What follows belongs to an exercise in optimizing a design on an open flow for small area, a short achievable clock period and few clock cycles; a production flow would make more cautious choices.
At most, simulation tests tie the RTL to the original design; equivalence was not proved.
No activity file was given, so power comes from the tool's default toggle rates.

## matrix_saddle_point_count
module matrix_saddle_point_count #(
  parameter int MAX_ROWS = 8,
  parameter int MAX_COLS = 8
) (
  input  logic                              clk_i,
  input  logic                              rst_ni,
  input  logic                              elem_valid_i,
  output logic                              elem_ready_o,
  input  logic signed [msp_pkg::DATA_W-1:0] elem_value_i,
  output logic                              count_valid_o,
  input  logic                              count_ready_i,
  output logic [msp_pkg::COUNT_W-1:0]       count_o,
  input  logic                              cfg_we_i,
  input  logic [msp_pkg::CFG_IDX_W-1:0]     cfg_idx_i,
  input  logic [msp_pkg::CFG_W-1:0]         cfg_data_i
);
Size: roughly 1900 cells after synthesis, about 55 I/O pins.
make LEC_CHECK=0 CAP_MARGIN=20 CORE_MARGIN=2 CORE_UTILIZATION=35 PLACE_DENSITY=0.5 SETUP_SLACK_MARGIN=5 SLEW_MARGIN=20 SYNTH_MEMORY_MAX_BITS=16384 finish   # period 8.0 ns
run.sh (not shown) runs the stock make flow with config.mk's settings and CLKGATE_MAP_FILE= SYNTH_SCRIPT=/design/flow/synth_recipe.tcl, a recipe that flattens the netlist after the stock synthesis.
The baseline went through all stages and came out clean.
Testbench counts at the start, summed over its fixed seeds: cycles 3,948.
Rerun with:
--- a/flow/config.mk
+++ b/flow/config.mk
@@ -12 +11,0 @@
-export SETUP_SLACK_MARGIN = 5
Effect:
- wire length is lower by a little under a tenth
- die area stays the same
- synthesized area does not change
- total power shrinks by a few percent
- core utilization fell by 1.1 points
- register-to-register slack is worse by 1.2 ns


matrix_saddle_point_count, a different RTL version from the one above (not shown whole).
Size: about 710 flip-flops, about 55 I/O pins, about 0.027 sq mm of cells after synthesis.
Settings: LEC_CHECK=0, CAP_MARGIN=20, CORE_MARGIN=2, CORE_UTILIZATION=35, CTS_CLUSTER_DIAMETER=80, CTS_CLUSTER_SIZE=30, PLACE_DENSITY=0.6, SETUP_SLACK_MARGIN=5, SLEW_MARGIN=20, SYNTH_MEMORY_MAX_BITS=16384; clock period 8.0 ns.
standard.sh (not shown) runs the stock make flow with config.mk's settings and CLKGATE_MAP_FILE= SYNTH_SCRIPT=/design/flow/synth_recipe.tcl, a recipe that flattens the netlist after the stock synthesis.
==> flow/flow/run.sh <==
#!/bin/bash
set -euo pipefail
sed -e 's/SETUP_SLACK_MARGIN=[0-9.]*/SETUP_SLACK_MARGIN=5.3/' standard.sh > standard_tight.sh
bash standard_tight.sh > standard.log 2>&1
Testbench counts at the start, summed over its fixed seeds: cycles 3,948.
Rerun with:
==> flow/flow/run.sh (replaced) <==
#!/bin/bash
set -euo pipefail
sed -e 's/SETUP_SLACK_MARGIN=[0-9.]*/SETUP_SLACK_MARGIN=5.25/' standard.sh > standard_tight.sh
bash standard_tight.sh > standard.log 2>&1
- PLACE_DENSITY: 0.6 -> 0.5
Combinational power decreases by about 1%.
Final cell count decreases by about 1.3%.
Maximum frequency decreases by 2.6%.
Worst setup slack gets worse by 74 ps.
Rerun with:
==> flow/flow/run.sh (replaced) <==
#!/bin/bash
set -euo pipefail
sed -e 's/SETUP_SLACK_MARGIN=[0-9.]*/SETUP_SLACK_MARGIN=5.3/' standard.sh > standard_tight.sh
bash standard_tight.sh > standard.log 2>&1
- PLACE_DENSITY: 0.5 -> 0.4
The new run ran to the end with no violations.
Wire length rises by about a fifth.
Core utilization rises by 0.96 points.
Sequential share of layout area falls by 1.4 points.
Die area does not change.
Rerun with:
- CTS_CLUSTER_DIAMETER: 80 -> 50
- CTS_CLUSTER_SIZE: 30 -> 40
- PLACE_DENSITY: 0.4 -> 0.5
Routed wire length came out lower by 11%; worst setup slack improved by 19 ps; via count grows by 1.8%; sequential cell count is unchanged; power climbs by 15%; core utilization came out higher by 1.4 points.


build 41:
matrix_saddle_point_count again, from the RTL that the note above started with.
export LEC_CHECK = 0
export CAP_MARGIN = 20
export CORE_MARGIN = 2
export CORE_UTILIZATION = 35
export CTS_CLUSTER_DIAMETER = 80
export CTS_CLUSTER_SIZE = 30
export PLACE_DENSITY = 0.5
export SETUP_SLACK_MARGIN = 5
export SLEW_MARGIN = 20
export SYNTH_MEMORY_MAX_BITS = 16384
create_clock -name core_clock -period 8.0 [get_ports {clk_i}]
==> flow/flow/run.sh <==
#!/bin/bash
set -euo pipefail
sed -e 's/SETUP_SLACK_MARGIN=[0-9.]*/SETUP_SLACK_MARGIN=5.5/' standard.sh > standard_tight.sh
bash standard_tight.sh > standard.log 2>&1
Testbench counts of build 41, summed over its fixed seeds: cycles 3,948.
--- input diff build 41..build 87 ---
Settings: CAP_MARGIN: 20 -> 10; SLEW_MARGIN: 20 -> 10.
==> flow/flow/run.sh <==
#!/bin/bash
set -euo pipefail
sed -e 's/SETUP_SLACK_MARGIN=[0-9.]*/SETUP_SLACK_MARGIN=5.3/' standard.sh > standard_tight.sh
bash standard_tight.sh > standard.log 2>&1
--- outcome ---
Build 87: no failed stages, no open violations at the end. Diff build 41..build 87 | post-synthesis sequential area ratio | negligible. Final period utilization was higher in the run labelled build 41. Build 87 packs its core looser than build 41. Build 87 against build 41; switching component of the power is down by a few percent. Per the comparison of build 87 with build 41, share of cell area taken by multi-input logic gates shows a reduction of 0.21 points, number of hold violations in the final report barely changed, tightest slew margin relative to the limit went down by 8.6 points.
Setup changes, build 87 to build 79
Settings: SLEW_MARGIN now 20, was 10; CAP_MARGIN now 20, was 10.
==> flow/flow/run.sh <==
#!/bin/bash
set -euo pipefail
sed -e 's/SETUP_SLACK_MARGIN=[0-9.]*/SETUP_SLACK_MARGIN=5.4/' standard.sh > standard_tight.sh
bash standard_tight.sh > standard.log 2>&1
--- outcome ---
Re final period utilization: build 79 and build 87 aren't equal, and the higher value belongs to build 79.
Build 79 went all the way through synthesis, placement and routing and the layout is clean on timing, DRC and antenna.
Compared with build 87, in build 79 diode insertion count for antenna repair shows no meaningful change, area enclosed by the die boundary ~0 delta, global-route wire length before repair up 2800 µm, minimum hold slack increased by 0.0041 ns relative to the old numbers, register fraction of the total cell area saw a decrease.
Delta (build 79 minus build 87): number of buffers between clock root and the deepest sink held steady; count of clock-buffer cells in the layout -4.4%.
For build 28, these inputs were changed with respect to build 79:
Settings: swapping 0.5 for 0.6 in PLACE_DENSITY; swapping 35 for 45 in CORE_UTILIZATION.
==> flow/flow/run.sh <==
#!/bin/bash
set -euo pipefail
sed -e 's/SETUP_SLACK_MARGIN=[0-9.]*/SETUP_SLACK_MARGIN=5.3/' standard.sh > standard_tight.sh
bash standard_tight.sh > standard.log 2>&1
Notes after the runs:
- Min tightest slew margin relative to the limit across build 79 and build 28: build 79
- Number of cells on the worst reg-to-reg path (build 28 over build 79): increase, 3
- Share of final-layout standard cells stronger than drive strength 1: lower on build 28
- Relative to build 79, the setup slack of build 28 is lower by 0.048 ns.
- | slew at the pin with the worst max-slew slack | lower: build 28 |
- Where register-to-register path setup slack is concerned, build 79 is better than build 28.
- The relative area of non-clock buffer cells in the final design number comes out higher for build 79 vs build 28.
- Cell internal power dissipation: build 28 < build 79
- Comparing build 79 and build 28, the lower overall power consumption is on build 28.
- Worst hold slack delta (build 28 -> build 79): insignificant
- Build 28 completed end to end with timing, DRC and antenna clean.


main:
matrix_saddle_point_count, a different RTL version from the one above (not shown whole).
Size in the first run: ~2000 cells after synthesis, ~55 I/O pins.
==> flow/config.mk <==
export PLATFORM = sky130hd
export DESIGN_NAME = matrix_saddle_point_count
export DESIGN_NICKNAME = matrix_saddle_point_count
export VERILOG_FILES = /design/flow/design.v
export SDC_FILE = /design/flow/constraint.sdc
export NUM_CORES = 4
export LEC_CHECK = 0
export CAP_MARGIN = 20
export CORE_MARGIN = 2
export CORE_UTILIZATION = 35
export CTS_CLUSTER_DIAMETER = 80
export CTS_CLUSTER_SIZE = 30
export PLACE_DENSITY = 0.5
export SETUP_SLACK_MARGIN = 5
export SLEW_MARGIN = 20
export SYNTH_MEMORY_MAX_BITS = 16384
==> flow/constraint.sdc <==
create_clock -name core_clock -period 8.0 [get_ports {clk_i}]
set_input_delay 1.6000 -clock core_clock [delete_from_list [all_inputs] [get_ports {clk_i}]]
set_output_delay 1.6000 -clock core_clock [all_outputs]
set_load 0.01 [all_outputs]
run.sh (not shown) runs the stock make flow with config.mk's settings and CLKGATE_MAP_FILE= SYNTH_SCRIPT=/design/flow/synth_recipe.tcl, a recipe that flattens the netlist after the stock synthesis.
Stock flow here: none of the scripts above is used.
The final layout from main, which completed every stage, passed the timing, DRC and antenna checks at the end of the flow.
What the feature branch does differently from main at the input level:
==> flow/flow/run.sh (new file) <==
#!/bin/bash
set -euo pipefail
sed -e 's/SETUP_SLACK_MARGIN=[0-9.]*/SETUP_SLACK_MARGIN=5.5/' standard.sh > standard_tight.sh
bash standard_tight.sh > standard.log 2>&1
==> flow/standard.sh (new file) <==
#!/bin/bash
# synth_recipe.tcl (not shown) runs the flow's synth.tcl, then flattens the netlist and writes it again
# the make line also repeats each setting of config.mk as NAME=value (left out here)
make -C /OpenROAD-flow-scripts/flow DESIGN_CONFIG=/design/flow/config.mk WORK_HOME=/design/flow/orfs CLKGATE_MAP_FILE= SYNTH_SCRIPT=/design/flow/synth_recipe.tcl "${@:-finish}"
removed: flow/run.sh
## What came out
When the final numbers for main and the feature branch were put side by side, the setup slack of the critical path after layout turned out to be smaller in the feature branch. Compared with main, the feature branch shows relative area change from synthesis to final layout higher by 8.2 points. Going from main to the feature branch, total track usage rose by 1.4 points; clock share of power fell by 1.5 points; worst-case hold slack fell by 0.043 ns. Of the two candidates, main has the better post-route minimum period and the feature branch the worse one. The feature branch went all the way through the flow, and no timing, DRC or antenna check failed. Looking at count of clock-buffer cells in the layout across main and the feature branch, the one that comes out higher is main.
No run of this note included a check of the RTL's function; only the layout flow was run.


RTL: one of the versions met above, not the one the previous note started from.
Size: about 1800 cells after synthesis, roughly 0.027 mm2 of cells after synthesis.
export LEC_CHECK = 0
export CAP_MARGIN = 20
export CORE_MARGIN = 2
export CORE_UTILIZATION = 35
export CTS_CLUSTER_DIAMETER = 80
export CTS_CLUSTER_SIZE = 30
export PLACE_DENSITY = 0.5
export SETUP_SLACK_MARGIN = 5
export SLEW_MARGIN = 20
export SYNTH_MEMORY_MAX_BITS = 16384
create_clock -name core_clock -period 8.0 [get_ports {clk_i}]
standard.sh (not shown) runs the stock make flow with config.mk's settings and CLKGATE_MAP_FILE= SYNTH_SCRIPT=/design/flow/synth_recipe.tcl, a recipe that flattens the netlist after the stock synthesis.
==> flow/flow/run.sh <==
#!/bin/bash
set -euo pipefail
sed -e 's/SETUP_SLACK_MARGIN=[0-9.]*/SETUP_SLACK_MARGIN=5.3/' standard.sh > standard_tight.sh
bash standard_tight.sh > standard.log 2>&1
Testbench counts at the start, summed over its fixed seeds: cycles 3,948.
Rerun with:
==> flow/flow/run.sh (replaced) <==
#!/bin/bash
set -euo pipefail
sed -e 's/SETUP_SLACK_MARGIN=[0-9.]*/SETUP_SLACK_MARGIN=5.35/' standard.sh > standard_tight.sh
bash standard_tight.sh > standard.log 2>&1
Effect:
- clock skew went up by 0.0081 ns
- final cell count went up slightly
- first-iteration DRC count went down by a few percent
- setup slack got worse by 0.022 ns
- fmax went down slightly
- register-to-register slack got worse by 0.04 ns
- global-route usage went up by 0.71 points
- count of clock-buffer cells in the layout went down by 1
- power went up slightly
Rerun with:
==> flow/run.sh (new file) <==
#!/bin/bash
# synth_recipe.tcl (not shown) runs the flow's synth.tcl, then flattens the netlist and writes it again
# the make line also repeats each setting of config.mk as NAME=value (left out here)
make -C /OpenROAD-flow-scripts/flow DESIGN_CONFIG=/design/flow/config.mk WORK_HOME=/design/flow/orfs CLKGATE_MAP_FILE= SYNTH_SCRIPT=/design/flow/synth_recipe.tcl finish
removed: flow/flow/run.sh
removed: flow/standard.sh
Outcome: The new run went through all stages and came out clean. Die area does not change. Worst hold slack improves by 0.0035 ns. Utilization came out lower by 1.1 points. Combinational power came out lower by 9.3%. Non-clock buffer count came out lower by 47. Via count came out lower by 1.8%.


## pine
Starting RTL as in the previous note.
clock: 8.0 ns
lec_check: 0
cap_margin: 20
core_margin: 2
core_utilization: 35
cts_cluster_diameter: 80
cts_cluster_size: 30
place_density: 0.5
setup_slack_margin: 5
slew_margin: 20
synth_memory_max_bits: 16384
==> flow/flow/run.sh <==
#!/bin/bash
set -euo pipefail
sed -e 's/SETUP_SLACK_MARGIN=[0-9.]*/SETUP_SLACK_MARGIN=5.3/' \
    -e 's|"\${@:-finish}"|BUFFER_PORTS_ARGS="-buffer_cell sky130_fd_sc_hd__buf_2" "\${@:-finish}"|' standard.sh > standard_tight.sh
bash standard_tight.sh > standard.log 2>&1
pine completed end to end with timing, DRC and antenna clean.
Testbench counts of pine, summed over its fixed seeds: cycles 3,948.
Input changes introduced in maple (baseline for comparison: pine):
# pine
export LEC_CHECK = 0
export CAP_MARGIN = 20
export CORE_MARGIN = 2
export CORE_UTILIZATION = 35
export CTS_CLUSTER_DIAMETER = 80
export CTS_CLUSTER_SIZE = 30
export PLACE_DENSITY = 0.5
export SETUP_SLACK_MARGIN = 5
export SLEW_MARGIN = 20
export SYNTH_MEMORY_MAX_BITS = 16384
create_clock -name core_clock -period 8.0 [get_ports {clk_i}]
# maple
export LEC_CHECK = 0
export CAP_MARGIN = 0
export CORE_MARGIN = 2
export CORE_UTILIZATION = 35
export CTS_CLUSTER_DIAMETER = 80
export CTS_CLUSTER_SIZE = 30
export PLACE_DENSITY = 0.5
export SETUP_SLACK_MARGIN = 5
export SLEW_MARGIN = 0
export SYNTH_MEMORY_MAX_BITS = 16384
create_clock -name core_clock -period 8.0 [get_ports {clk_i}]
==> flow/flow/run.sh <==
#!/bin/bash
set -euo pipefail
sed -e 's/SETUP_SLACK_MARGIN=[0-9.]*/SETUP_SLACK_MARGIN=5.3/' standard.sh > standard_tight.sh
bash standard_tight.sh > standard.log 2>&1
Notes after the runs:
On post-route worst hold slack, maple and pine are basically level.
Between maple and pine, the fraction of power spent switching nets is lower for pine.
Taking pine as the reference, in maple non-clock buffer count fell by 22; xor/xnor cell area share of the yosys netlist comparable; overall power after layout lower; timing-limited maximum frequency moved up.
pine → maple: share of power burned in the clock network shrank by 0.2 points, wire length shrank by about 4%.


matrix_saddle_point_count, a different RTL version from the one above (not shown whole).
Size: roughly 1900 cells after synthesis, roughly 55 I/O pins, about 0.029 mm² of cells after synthesis.
clock: 8.0 ns
lec_check: 0
cap_margin: 20
core_margin: 2
core_utilization: 35
place_density: 0.5
setup_slack_margin: 5
slew_margin: 20
synth_memory_max_bits: 16384
run.sh (not shown) runs the stock make flow with config.mk's settings and CLKGATE_MAP_FILE= SYNTH_SCRIPT=/design/flow/synth_recipe.tcl, a recipe that flattens the netlist after the stock synthesis.
Stock flow here: none of the scripts above is used.
The baseline completed without violations.
Next try:
==> flow/flow/run.sh (new file) <==
#!/bin/bash
# The standard layout, with timing repair aiming at a setup margin of 5.5 ns
# (the clock period and the constraints are unchanged).
set -euo pipefail
sed -e 's/SETUP_SLACK_MARGIN=[0-9.]*/SETUP_SLACK_MARGIN=5.5/' standard.sh > standard_tight.sh
bash standard_tight.sh > standard.log 2>&1
==> flow/standard.sh (new file) <==
#!/bin/bash
# synth_recipe.tcl (not shown) runs the flow's synth.tcl, then flattens the netlist and writes it again
# the make line also repeats each setting of config.mk as NAME=value (left out here)
make -C /OpenROAD-flow-scripts/flow DESIGN_CONFIG=/design/flow/config.mk WORK_HOME=/design/flow/orfs CLKGATE_MAP_FILE= SYNTH_SCRIPT=/design/flow/synth_recipe.tcl "${@:-finish}"
removed: flow/run.sh
What happened:
- non-clock buffer count climbs by 97
- area after synthesis is unchanged
- clock skew barely changes
- final area rises by about 6%
- total power rises by 2.2%
No functional check of the RTL was part of any run of this note.


Another version of the RTL of matrix_saddle_point_count (not shown whole).
For scale: about 55 I/O pins.
==> flow/config.mk <==
export PLATFORM = sky130hd
export DESIGN_NAME = matrix_saddle_point_count
export DESIGN_NICKNAME = matrix_saddle_point_count
export VERILOG_FILES = /design/flow/design.v
export SDC_FILE = /design/flow/constraint.sdc
export NUM_CORES = 4
export LEC_CHECK = 0
export CAP_MARGIN = 20
export CORE_MARGIN = 2
export CORE_UTILIZATION = 35
export CTS_CLUSTER_DIAMETER = 80
export CTS_CLUSTER_SIZE = 30
export PLACE_DENSITY = 0.5
export SETUP_SLACK_MARGIN = 5
export SLEW_MARGIN = 20
export SYNTH_MEMORY_MAX_BITS = 16384
==> flow/constraint.sdc <==
create_clock -name core_clock -period 8.0 [get_ports {clk_i}]
set_input_delay 1.6000 -clock core_clock [delete_from_list [all_inputs] [get_ports {clk_i}]]
set_output_delay 1.6000 -clock core_clock [all_outputs]
set_load 0.01 [all_outputs]
standard.sh (not shown) runs the stock make flow with config.mk's settings and CLKGATE_MAP_FILE= SYNTH_SCRIPT=/design/flow/synth_recipe.tcl, a recipe that flattens the netlist after the stock synthesis.
==> flow/flow/run.sh <==
#!/bin/bash
set -euo pipefail
sed -e 's/SETUP_SLACK_MARGIN=[0-9.]*/SETUP_SLACK_MARGIN=5.3/' standard.sh > standard_tight.sh
bash standard_tight.sh > standard.log 2>&1
Testbench counts at the start, summed over its fixed seeds: cycles 3,948.
Edit:
CORE_UTILIZATION = 55   (was 35)
PLACE_DENSITY = 0.65   (was 0.5)
=> Fmax increases by 1.9%. Power fell by 4.8%. Sequential share of layout area is higher by 1.1 points. Via count went up by 1.6%. Routed wire length drops by 8.3%. Clock skew falls by 0.023 ns. Worst hold slack gains 0.022 ns. Synthesized cell count is unchanged. Global-route usage rose by 8.7 points.

static timing again, ports no longer ideal:
The flow's constraints put no driver on any port. The routed layouts listed below were extracted and timed again, unchanged, in two steps. Step 1 (the two cells are an assumption about what drives the block):
set clk [get_ports {clk_i}]
set_driving_cell -lib_cell sky130_fd_sc_hd__clkbuf_16 $clk
set_driving_cell -lib_cell sky130_fd_sc_hd__buf_2 [delete_from_list [all_inputs] $clk]
Step 2 also shifts input and output timing later by t, the mid clock arrival at the registers, as if the neighbouring blocks saw the same clock. a / b / c = no drivers / after step 1 / after step 2; a / b = the first two.
run	t, ns	setup WS [ns]	worst hold slack (ns)	worst data-port slew with drivers (ns)
the first run of note 1	0.676	5.040 / 5.030 / 4.514	0.319 / 0.319 / 0.319	0.06
the second run of note 1	0.678	3.830 / 3.830 / 3.830	0.326 / 0.326 / 0.326	0.04
the first run of note 2	0.662	5.256 / 5.192 / 4.763	0.335 / 0.335 / 0.335	0.07
the second run of note 2	0.648	5.181 / 5.181 / 4.753	0.339 / 0.339 / 0.339	0.04
the third run of note 2	0.676	5.253 / 5.185 / 4.765	0.338 / 0.338 / 0.338	0.05
the fourth run of note 2	0.684	5.272 / 5.212 / 4.786	0.326 / 0.326 / 0.326	0.04
build 41	0.657	5.269 / 5.211 / 4.928	0.328 / 0.328 / 0.328	0.07
build 87	0.637	5.302 / 5.244 / 4.798	0.335 / 0.335 / 0.335	0.04
build 79	0.655	5.284 / 5.221 / 4.834	0.339 / 0.339 / 0.339	0.05
build 28	0.684	5.236 / 5.176 / 4.789	0.342 / 0.342 / 0.342	0.07
main	0.678	4.931 / 4.931 / 4.531	0.509 / 0.509 / 0.509	0.08
the feature branch	0.664	4.851 / 4.851 / 4.851	0.466 / 0.466 / 0.466	0.07
the first run of note 5	0.637	5.302 / 5.244 / 4.798	0.335 / 0.335 / 0.335	0.04
the second run of note 5	0.643	5.279 / 5.221 / 4.852	0.332 / 0.332 / 0.332	0.05
the third run of note 5	0.645	5.021 / 5.021 / 4.520	0.336 / 0.336 / 0.336	0.08
pine	0.645	5.282 / 5.225 / 5.052	0.337 / 0.337 / 0.337	0.04
maple	0.637	5.302 / 5.244 / 4.798	0.335 / 0.335 / 0.335	0.04
the first run of note 7	0.680	5.039 / 5.027 / 4.473	0.328 / 0.328 / 0.328	0.06
the second run of note 7	0.679	5.260 / 5.195 / 4.922	0.325 / 0.325 / 0.325	0.05
the first run of note 8	0.666	5.170 / 5.170 / 4.801	0.348 / 0.348 / 0.348	0.05
the second run of note 8	0.696	5.222 / 5.166 / 4.773	0.370 / 0.370 / 0.370	0.04
After both steps setup and hold are still met in every run listed. The setup slack of the first run of note 7, which loses most, moves by -0.012 ns with the drivers and by -0.566 ns with both steps.
